What follows belongs to an exercise in optimizing a design on an open flow for small area, a short achievable clock period and few clock cycles per item; a production flow would make more cautious choices.
Function was checked by simulation only, so behaviour that the tests miss may differ from the original.

==> run a <==
// compass_heading_hard_iron_cal
module compass_heading_hard_iron_cal (
  input  logic               clk,
  input  logic               rst,
  input  logic               sample_valid,
  output logic               sample_ready,
  input  logic [1:0]         action,
  input  logic signed [15:0] mag_x,
  input  logic signed [15:0] mag_y,
  input  logic signed [15:0] mag_z,
  output logic               result_valid,
  input  logic               result_ready,
  output logic [8:0]         heading_deg,
  output logic signed [15:0] offset_x,
  output logic signed [15:0] offset_y,
  output logic signed [15:0] offset_z
);
clock: 9.0 ns
lec_check: 0
cap_margin: 20
core_margin: 2
core_utilization: 65
cts_cluster_diameter: 70
cts_cluster_size: 25
setup_slack_margin: 5
slew_margin: 20
run.sh (not shown) runs the stock make flow with config.mk's settings and CLKGATE_MAP_FILE= SYNTH_SCRIPT=/design/flow/synth_recipe.tcl, a recipe that flattens the netlist after the stock synthesis.
==> run b: changes against run a <==
--- a/flow/design.v
+++ b/flow/design.v
@@ -15,40 +15,51 @@
   output logic signed [15:0] offset_z
 );
   localparam int CAP = 20;    
   localparam int QN  = 19;     
   localparam int QW  = 5;     
   localparam int CW  = 5;   
+  logic              in_v;
+  logic [1:0]        in_act;
+  logic signed [15:0] in_x, in_y, in_z;
   logic              in_fire;
   assign in_fire = sample_valid && sample_ready;
+  always_ff @(posedge clk) begin
+    if (rst) in_v <= 1'b0;
+    else     in_v <= in_fire;
+    in_act <= action;
+    in_x   <= mag_x;
+    in_y   <= mag_y;
+    in_z   <= mag_z;
+  end
   logic signed [15:0] mx_x, mx_y, mx_z, mn_x, mn_y, mn_z;
   logic signed [15:0] pe_x, pe_y, pe_z;    
   logic signed [16:0] sum_x, sum_y, sum_z;
   logic signed [16:0] mid_x, mid_y, mid_z;
   logic cal_start, cal_sample, cal_end;
-  assign cal_start  = in_fire && (action == 2'd1);
-  assign cal_sample = in_fire && (action == 2'd2);
-  assign cal_end    = in_fire && (action == 2'd3);
+  assign cal_start  = in_v && (in_act == 2'd1);
+  assign cal_sample = in_v && (in_act == 2'd2);
+  assign cal_end    = in_v && (in_act == 2'd3);
   assign sum_x = {mx_x[15], mx_x} + {mn_x[15], mn_x};
   assign sum_y = {mx_y[15], mx_y} + {mn_y[15], mn_y};
   assign sum_z = {mx_z[15], mx_z} + {mn_z[15], mn_z};
   assign mid_x = (sum_x + {16'd0, sum_x[16]}) >>> 1;
   assign mid_y = (sum_y + {16'd0, sum_y[16]}) >>> 1;
   assign mid_z = (sum_z + {16'd0, sum_z[16]}) >>> 1;
   always_ff @(posedge clk) begin
     if (rst) begin
       mx_x <= '0; mx_y <= '0; mx_z <= '0;
       mn_x <= '0; mn_y <= '0; mn_z <= '0;
       pe_x <= '0; pe_y <= '0; pe_z <= '0;
     end else begin
-      if (cal_start || (cal_sample && mag_x > mx_x)) mx_x <= mag_x;
-      if (cal_start || (cal_sample && mag_y > mx_y)) mx_y <= mag_y;
-      if (cal_start || (cal_sample && mag_z > mx_z)) mx_z <= mag_z;
-      if (cal_start || (cal_sample && mag_x < mn_x)) mn_x <= mag_x;
-      if (cal_start || (cal_sample && mag_y < mn_y)) mn_y <= mag_y;
-      if (cal_start || (cal_sample && mag_z < mn_z)) mn_z <= mag_z;
+      if (cal_start || (cal_sample && in_x > mx_x)) mx_x <= in_x;
+      if (cal_start || (cal_sample && in_y > mx_y)) mx_y <= in_y;
+      if (cal_start || (cal_sample && in_z > mx_z)) mx_z <= in_z;
+      if (cal_start || (cal_sample && in_x < mn_x)) mn_x <= in_x;
+      if (cal_start || (cal_sample && in_y < mn_y)) mn_y <= in_y;
+      if (cal_start || (cal_sample && in_z < mn_z)) mn_z <= in_z;
       if (cal_end) begin
         pe_x <= mid_x[15:0];
         pe_y <= mid_y[15:0];
         pe_z <= mid_z[15:0];
       end
     end
@@ -1461,10 +1472,11 @@
       sample_ready <= 1'b0;
     end else begin
       ost          <= ost + CW'(in_fire) - CW'(take);
       end_cnt      <= end_cnt_next;
       end_ld       <= end_out;
       dirty        <= dirty_next;
-      sample_ready <= cap_ok && !(end_nz_next && dirty_next);
+      sample_ready <= cap_ok &&
+                      !(end_nz_next && (dirty_next || (in_fire && (action == 2'd1 || action == 2'd2))));
     end
   end
 endmodule
Settings changed: CORE_UTILIZATION 65 to 60.
==> comparison table <==
Metal-1 WL: run b 101 mm; run a 99.4 mm
Die outline area: run b 154000 µm²; run a 142000 µm²
Count of instances resized after the clock tree is built: run b 67; run a 113
Fraction of standard cell area in multi-input logic: run b 54.8%; run a 55.6%
Layout non-clock buf frac: run b 2.23%; run a 2.25%
Startpoint of the most critical setup path: run b q_rd[1]; run a p15_Y[28]
Drt initial violations: run b 4170; run a 5048
Clock Sink Count: run b 1630; run a 1584
Status: run b no timing/DRC/antenna violations; run a no timing/DRC/antenna violations
Unrepaired setup endpoints after global routing: run b false; run a true
Max Freq: run b 0.250 GHz; run a 0.253 GHz
Simple-gate portion of the synthesized area: run b 13.2%; run a 13.6%
Final setup slack of the worst path: run b 5.01 ns; run a 5.04 ns
Routability congestion estimate: run b 0.930; run a 0.960
Critical path arrival: run b 4.60 ns; run a 4.57 ns
Largest fanout on the critical path: run b 48; run a 7
Worst slew margin: run b 29.4%; run a 27.8%
Router iterations before antenna repair: run b 5; run a 7
Critical path buffers and inverters: run b 4; run a 3
Testbench counts of run a, summed over its fixed seeds: cycles 7,440, items 7,200.
Testbench counts of run b, summed over its fixed seeds: cycles 7,440, items 7,200.

========
==> inputs of job 3605 <==
compass_heading_hard_iron_cal, a different RTL version from the one above (not shown whole).
make LEC_CHECK=0 CAP_MARGIN=20 CORE_MARGIN=2 CORE_UTILIZATION=55 SETUP_SLACK_MARGIN=5 SLEW_MARGIN=20 finish   # period 9.0 ns
==> job 6429: changes against job 3605 <==
Settings changed: CORE_UTILIZATION 55 to 65, CTS_CLUSTER_DIAMETER set to 80, CTS_CLUSTER_SIZE set to 30.
==> flow_metrics.env <==
export IMPL_r2r_end="offset_y[9]"
export IMPL_grt_pass1_wl_mm=365
export IMPL_dp_slack_ps=3940
export IMPL_finalNonFillerCells=12000
export IMPL_dr_wl_met2_mm=116
export IMPL_status="no timing/DRC/antenna violations"
export IMPL_worst_ep_arrival_time_ps=4560
export IMPL_routed_wl_mm=236
That was job 3605.
==> flow_metrics.env <==
export IMPL_worst_ep_arrival_time_ps=4410
export IMPL_status="no timing/DRC/antenna violations"
export IMPL_portBuffers=112
export IMPL_grt_pass1_wl_mm=350
export IMPL_dr_wl_met2_mm=110
export IMPL_inverters=431
That was job 6429.
Testbench counts of job 3605, summed over its fixed seeds: cycles 7,440, items 7,200.
Testbench counts of job 6429, summed over its fixed seeds: cycles 7,440, items 7,200.

========
==> 02-22: inputs <==
compass_heading_hard_iron_cal, a different RTL version from the one above (not shown whole).
make LEC_CHECK=0 CAP_MARGIN=20 CORE_MARGIN=2 CORE_UTILIZATION=60 CTS_CLUSTER_DIAMETER=70 CTS_CLUSTER_SIZE=25 SETUP_SLACK_MARGIN=5 SLEW_MARGIN=20 finish   # period 9.0 ns
==> 04-01 (differences from 02-22) <==
--- a/flow/design.v
+++ b/flow/design.v
@@ -15,40 +15,51 @@
   output logic signed [15:0] offset_z
 );
   localparam int CAP = 19;    
   localparam int QN  = 18;     
   localparam int QW  = 5;     
   localparam int CW  = 5;   
+  logic              in_v;
+  logic [1:0]        in_act;
+  logic signed [15:0] in_x, in_y, in_z;
   logic              in_fire;
   assign in_fire = sample_valid && sample_ready;
+  always_ff @(posedge clk) begin
+    if (rst) in_v <= 1'b0;
+    else     in_v <= in_fire;
+    in_act <= action;
+    in_x   <= mag_x;
+    in_y   <= mag_y;
+    in_z   <= mag_z;
+  end
   logic signed [15:0] mx_x, mx_y, mx_z, mn_x, mn_y, mn_z;
   logic signed [15:0] pe_x, pe_y, pe_z;    
   logic signed [16:0] sum_x, sum_y, sum_z;
   logic signed [16:0] mid_x, mid_y, mid_z;
   logic cal_start, cal_sample, cal_end;
-  assign cal_start  = in_fire && (action == 2'd1);
-  assign cal_sample = in_fire && (action == 2'd2);
-  assign cal_end    = in_fire && (action == 2'd3);
+  assign cal_start  = in_v && (in_act == 2'd1);
+  assign cal_sample = in_v && (in_act == 2'd2);
+  assign cal_end    = in_v && (in_act == 2'd3);
   assign sum_x = {mx_x[15], mx_x} + {mn_x[15], mn_x};
   assign sum_y = {mx_y[15], mx_y} + {mn_y[15], mn_y};
   assign sum_z = {mx_z[15], mx_z} + {mn_z[15], mn_z};
   assign mid_x = (sum_x + {16'd0, sum_x[16]}) >>> 1;
   assign mid_y = (sum_y + {16'd0, sum_y[16]}) >>> 1;
   assign mid_z = (sum_z + {16'd0, sum_z[16]}) >>> 1;
   always_ff @(posedge clk) begin
     if (rst) begin
       mx_x <= '0; mx_y <= '0; mx_z <= '0;
       mn_x <= '0; mn_y <= '0; mn_z <= '0;
       pe_x <= '0; pe_y <= '0; pe_z <= '0;
     end else begin
-      if (cal_start || (cal_sample && mag_x > mx_x)) mx_x <= mag_x;
-      if (cal_start || (cal_sample && mag_y > mx_y)) mx_y <= mag_y;
-      if (cal_start || (cal_sample && mag_z > mx_z)) mx_z <= mag_z;
-      if (cal_start || (cal_sample && mag_x < mn_x)) mn_x <= mag_x;
-      if (cal_start || (cal_sample && mag_y < mn_y)) mn_y <= mag_y;
-      if (cal_start || (cal_sample && mag_z < mn_z)) mn_z <= mag_z;
+      if (cal_start || (cal_sample && in_x > mx_x)) mx_x <= in_x;
+      if (cal_start || (cal_sample && in_y > mx_y)) mx_y <= in_y;
+      if (cal_start || (cal_sample && in_z > mx_z)) mx_z <= in_z;
+      if (cal_start || (cal_sample && in_x < mn_x)) mn_x <= in_x;
+      if (cal_start || (cal_sample && in_y < mn_y)) mn_y <= in_y;
+      if (cal_start || (cal_sample && in_z < mn_z)) mn_z <= in_z;
       if (cal_end) begin
         pe_x <= mid_x[15:0];
         pe_y <= mid_y[15:0];
         pe_z <= mid_z[15:0];
       end
     end
@@ -1428,10 +1439,11 @@
       sample_ready <= 1'b0;
     end else begin
       ost          <= ost + CW'(in_fire) - CW'(take);
       end_cnt      <= end_cnt_next;
       end_ld       <= end_out;
       dirty        <= dirty_next;
-      sample_ready <= cap_ok && !(end_nz_next && dirty_next);
+      sample_ready <= cap_ok &&
+                      !(end_nz_next && (dirty_next || (in_fire && (action == 2'd1 || action == 2'd2))));
     end
   end
 endmodule
==> 12-28 (differences from 02-22) <==
--- a/flow/design.v
+++ b/flow/design.v
@@ -811,15 +811,15 @@
   assign s16_sa = p16_ra ^ p16_rb ^ s16_e;
   assign s16_sb = {((p16_ra & p16_rb) | (p16_ra & s16_e) | (p16_rb & s16_e)), 1'b0};
   assign s16_a = s16_sa + s16_sb;
   assign s16_ah = s16_a[24:16];
   always_comb begin
     case (p16_tag)
-      2'd0:    s16_code = s16_ah + (s16_ah[8] ? 9'd360 : 9'd0);
-      2'd1:    s16_code = 9'd510;
-      2'd3:    s16_code = 9'd511;
+      2'd0:    s16_code = s16_ah;
+      2'd1:    s16_code = 9'd200;
+      2'd3:    s16_code = 9'd201;
       default: s16_code = 9'd0;
     endcase
   end
   logic [0:0] p1_v;
   logic [1:0] p1_tag;
   logic [16:0] p1_X;
@@ -1349,13 +1349,13 @@
       QW'(16): q_out = q_16;
       QW'(17): q_out = q_17;
       default: q_out = 'x;
     endcase
   end
   assign push     = p17_v && !(out_free && !q_ne);
-  assign end_out  = out_free && src_v && (src == 9'd511);
+  assign end_out  = out_free && src_v && (src == 9'd201);
   always_ff @(posedge clk) begin
     if (push && q_wr == QW'(0)) q_0 <= p17_code;
     if (push && q_wr == QW'(1)) q_1 <= p17_code;
     if (push && q_wr == QW'(2)) q_2 <= p17_code;
     if (push && q_wr == QW'(3)) q_3 <= p17_code;
     if (push && q_wr == QW'(4)) q_4 <= p17_code;
@@ -1389,25 +1389,25 @@
       result_valid <= 1'b0;
       offset_x     <= '0;
       offset_y     <= '0;
       offset_z     <= '0;
     end else if (out_free) begin
       result_valid <= src_v;
-      if (src_v && src == 9'd510) begin
+      if (src_v && src == 9'd200) begin
         offset_x <= '0;
         offset_y <= '0;
         offset_z <= '0;
       end else if (end_out) begin
         offset_x <= pe_x;
         offset_y <= pe_y;
         offset_z <= pe_z;
       end
     end
   end
   always_ff @(posedge clk) begin
-    if (out_free) heading_deg <= (src[8:1] == 8'd255) ? 9'd0 : src;
+    if (out_free) heading_deg <= (src >= 9'd322) ? src - 9'd152 : ((src > 9'd190) ? 9'd0 : src);
   end
   logic          end_ld;        
   logic          cap_ok;
   logic          end_nz_next;
   assign end_cnt_next = end_cnt + CW'(cal_end) - CW'(end_ld);
   assign end_nz_next  = (end_cnt_next != '0);
--- a/flow/config.mk
+++ b/flow/config.mk
@@ -4,11 +4,11 @@
 export VERILOG_FILES = /design/flow/design.v
 export SDC_FILE = /design/flow/constraint.sdc
 export NUM_CORES = 4
 export LEC_CHECK = 0
 export CAP_MARGIN = 20
 export CORE_MARGIN = 2
-export CORE_UTILIZATION = 60
+export CORE_UTILIZATION = 65
 export CTS_CLUSTER_DIAMETER = 70
 export CTS_CLUSTER_SIZE = 25
 export SETUP_SLACK_MARGIN = 5
 export SLEW_MARGIN = 20
==> 07-24 (differences from 02-22) <==
--- a/flow/design.v
+++ b/flow/design.v
@@ -811,15 +811,15 @@
   assign s16_sa = p16_ra ^ p16_rb ^ s16_e;
   assign s16_sb = {((p16_ra & p16_rb) | (p16_ra & s16_e) | (p16_rb & s16_e)), 1'b0};
   assign s16_a = s16_sa + s16_sb;
   assign s16_ah = s16_a[24:16];
   always_comb begin
     case (p16_tag)
-      2'd0:    s16_code = s16_ah + (s16_ah[8] ? 9'd360 : 9'd0);
-      2'd1:    s16_code = 9'd510;
-      2'd3:    s16_code = 9'd511;
+      2'd0:    s16_code = s16_ah;
+      2'd1:    s16_code = 9'd200;
+      2'd3:    s16_code = 9'd201;
       default: s16_code = 9'd0;
     endcase
   end
   logic [0:0] p1_v;
   logic [1:0] p1_tag;
   logic [16:0] p1_X;
@@ -1349,13 +1349,13 @@
       QW'(16): q_out = q_16;
       QW'(17): q_out = q_17;
       default: q_out = 'x;
     endcase
   end
   assign push     = p17_v && !(out_free && !q_ne);
-  assign end_out  = out_free && src_v && (src == 9'd511);
+  assign end_out  = out_free && src_v && (src == 9'd201);
   always_ff @(posedge clk) begin
     if (push && q_wr == QW'(0)) q_0 <= p17_code;
     if (push && q_wr == QW'(1)) q_1 <= p17_code;
     if (push && q_wr == QW'(2)) q_2 <= p17_code;
     if (push && q_wr == QW'(3)) q_3 <= p17_code;
     if (push && q_wr == QW'(4)) q_4 <= p17_code;
@@ -1389,25 +1389,25 @@
       result_valid <= 1'b0;
       offset_x     <= '0;
       offset_y     <= '0;
       offset_z     <= '0;
     end else if (out_free) begin
       result_valid <= src_v;
-      if (src_v && src == 9'd510) begin
+      if (src_v && src == 9'd200) begin
         offset_x <= '0;
         offset_y <= '0;
         offset_z <= '0;
       end else if (end_out) begin
         offset_x <= pe_x;
         offset_y <= pe_y;
         offset_z <= pe_z;
       end
     end
   end
   always_ff @(posedge clk) begin
-    if (out_free) heading_deg <= (src[8:1] == 8'd255) ? 9'd0 : src;
+    if (out_free) heading_deg <= (src >= 9'd322) ? src - 9'd152 : ((src > 9'd190) ? 9'd0 : src);
   end
   logic          end_ld;        
   logic          cap_ok;
   logic          end_nz_next;
   assign end_cnt_next = end_cnt + CW'(cal_end) - CW'(end_ld);
   assign end_nz_next  = (end_cnt_next != '0);
==> flow/config.mk (replaced) <==
export PLATFORM = sky130hd
export DESIGN_NAME = compass_heading_hard_iron_cal
export DESIGN_NICKNAME = compass_heading_hard_iron_cal
export VERILOG_FILES = /design/flow/design.v
export SDC_FILE = /design/flow/constraint.sdc
export NUM_CORES = 4
export LEC_CHECK = 0
export CAP_MARGIN = 10
export CORE_MARGIN = 2
export CORE_UTILIZATION = 68
export CTS_CLUSTER_DIAMETER = 75
export CTS_CLUSTER_SIZE = 27
export SETUP_SLACK_MARGIN = 5
export SLEW_MARGIN = 10
==> qor summary <==
item	04-01	12-28	07-24	02-22
Number of DRC markers after the initial detailed-route iteration	4474	5198	5933	4797
Share of final layout cell area taken by clock buffers and inverters	4.06%	3.88%	3.53%	3.94%
Register area	33800 um^2	32900 um^2	32800 um^2	32900 um^2
Placeable core region	149000 um^2	137000 um^2	131000 um^2	148000 um^2
Post-DP HPWL	178 mm	179 mm	179 mm	181 mm
Area added between synthesis and finish	9.10%	9.51%	8.88%	10.3%
Achievable frequency	247 MHz	256 MHz	254 MHz	231 MHz
Final period utilization	45.0%	43.4%	43.8%	48.1%
Outcome	no timing/DRC/antenna violations	no timing/DRC/antenna violations	no timing/DRC/antenna violations	no timing/DRC/antenna violations
GRT met2 Usage	49.4%	55.6%	56.7%	51.7%
Worst Setup EP	p17_code[7]	offset_x[2]	offset_y[3]	p17_code[7]
Multi-input gate area	54300 um^2	55000 um^2	55000 um^2	54800 um^2
Worst setup startpoint	p16_zf	q_rd[1]	q_rd[2]	p16_zfa
Cell count after placement	11482	11225	11188	11398
Flip-flop and latch share of the layout cell area	34.3%	33.5%	33.7%	33.4%
Number of clock buffers in the layout	124	118	106	115
Final-stage net count	10685	10682	10664	10743
Multi-input gates	7290	7308	7310	7292
Source-to-sink clock delay at the later pin of the worst-skew pair	750 ps	760 ps	750 ps	760 ps
Testbench counts of 02-22, summed over its fixed seeds: cycles 7,428, items 7,200.
Testbench counts of 04-01, summed over its fixed seeds: cycles 7,428, items 7,200.
Testbench counts of 12-28, summed over its fixed seeds: cycles 7,428, items 7,200.
Testbench counts of 07-24, summed over its fixed seeds: cycles 7,428, items 7,200.

[port drivers added, routing unchanged]
Ports are ideal in the flow. The routed layouts listed here were re-timed in OpenROAD.
Step 1 sets driving cells, clkbuf_16 on the clock port and buf_2 on the other inputs (assumed; they add their load-dependent delay and slew).
Step 2 moves the port delays by t, midway between the first and last clock arrival at a register: inputs arrive t later, outputs are due t later. That takes back most of the time a late clock gives input paths.
a / b / c = no drivers / after step 1 / after step 2; a / b = the first two.
run | t (ns) | setup slack, ns | worst data-port slew with drivers (ns)
run a | 0.831 | 5.044 / 5.009 / 4.286 | 0.15
run b | 0.836 | 5.007 / 5.007 / 4.626 | 0.14
job 3605 | 0.909 | 5.124 / 5.124 / 4.359 | 0.10
job 6429 | 0.834 | 5.054 / 5.054 / 4.488 | 0.08
02-22 | 0.817 | 4.671 / 4.671 / 4.265 | 0.13
04-01 | 0.817 | 4.954 / 4.954 / 4.411 | 0.12
12-28 | 0.816 | 5.097 / 5.097 / 4.352 | 0.13
07-24 | 0.817 | 5.058 / 5.058 / 4.250 | 0.14
After both steps setup and hold are still met in every run listed. The setup slack of 07-24, which loses most, moves by 0.000 ns with the drivers and by -0.808 ns with both steps.
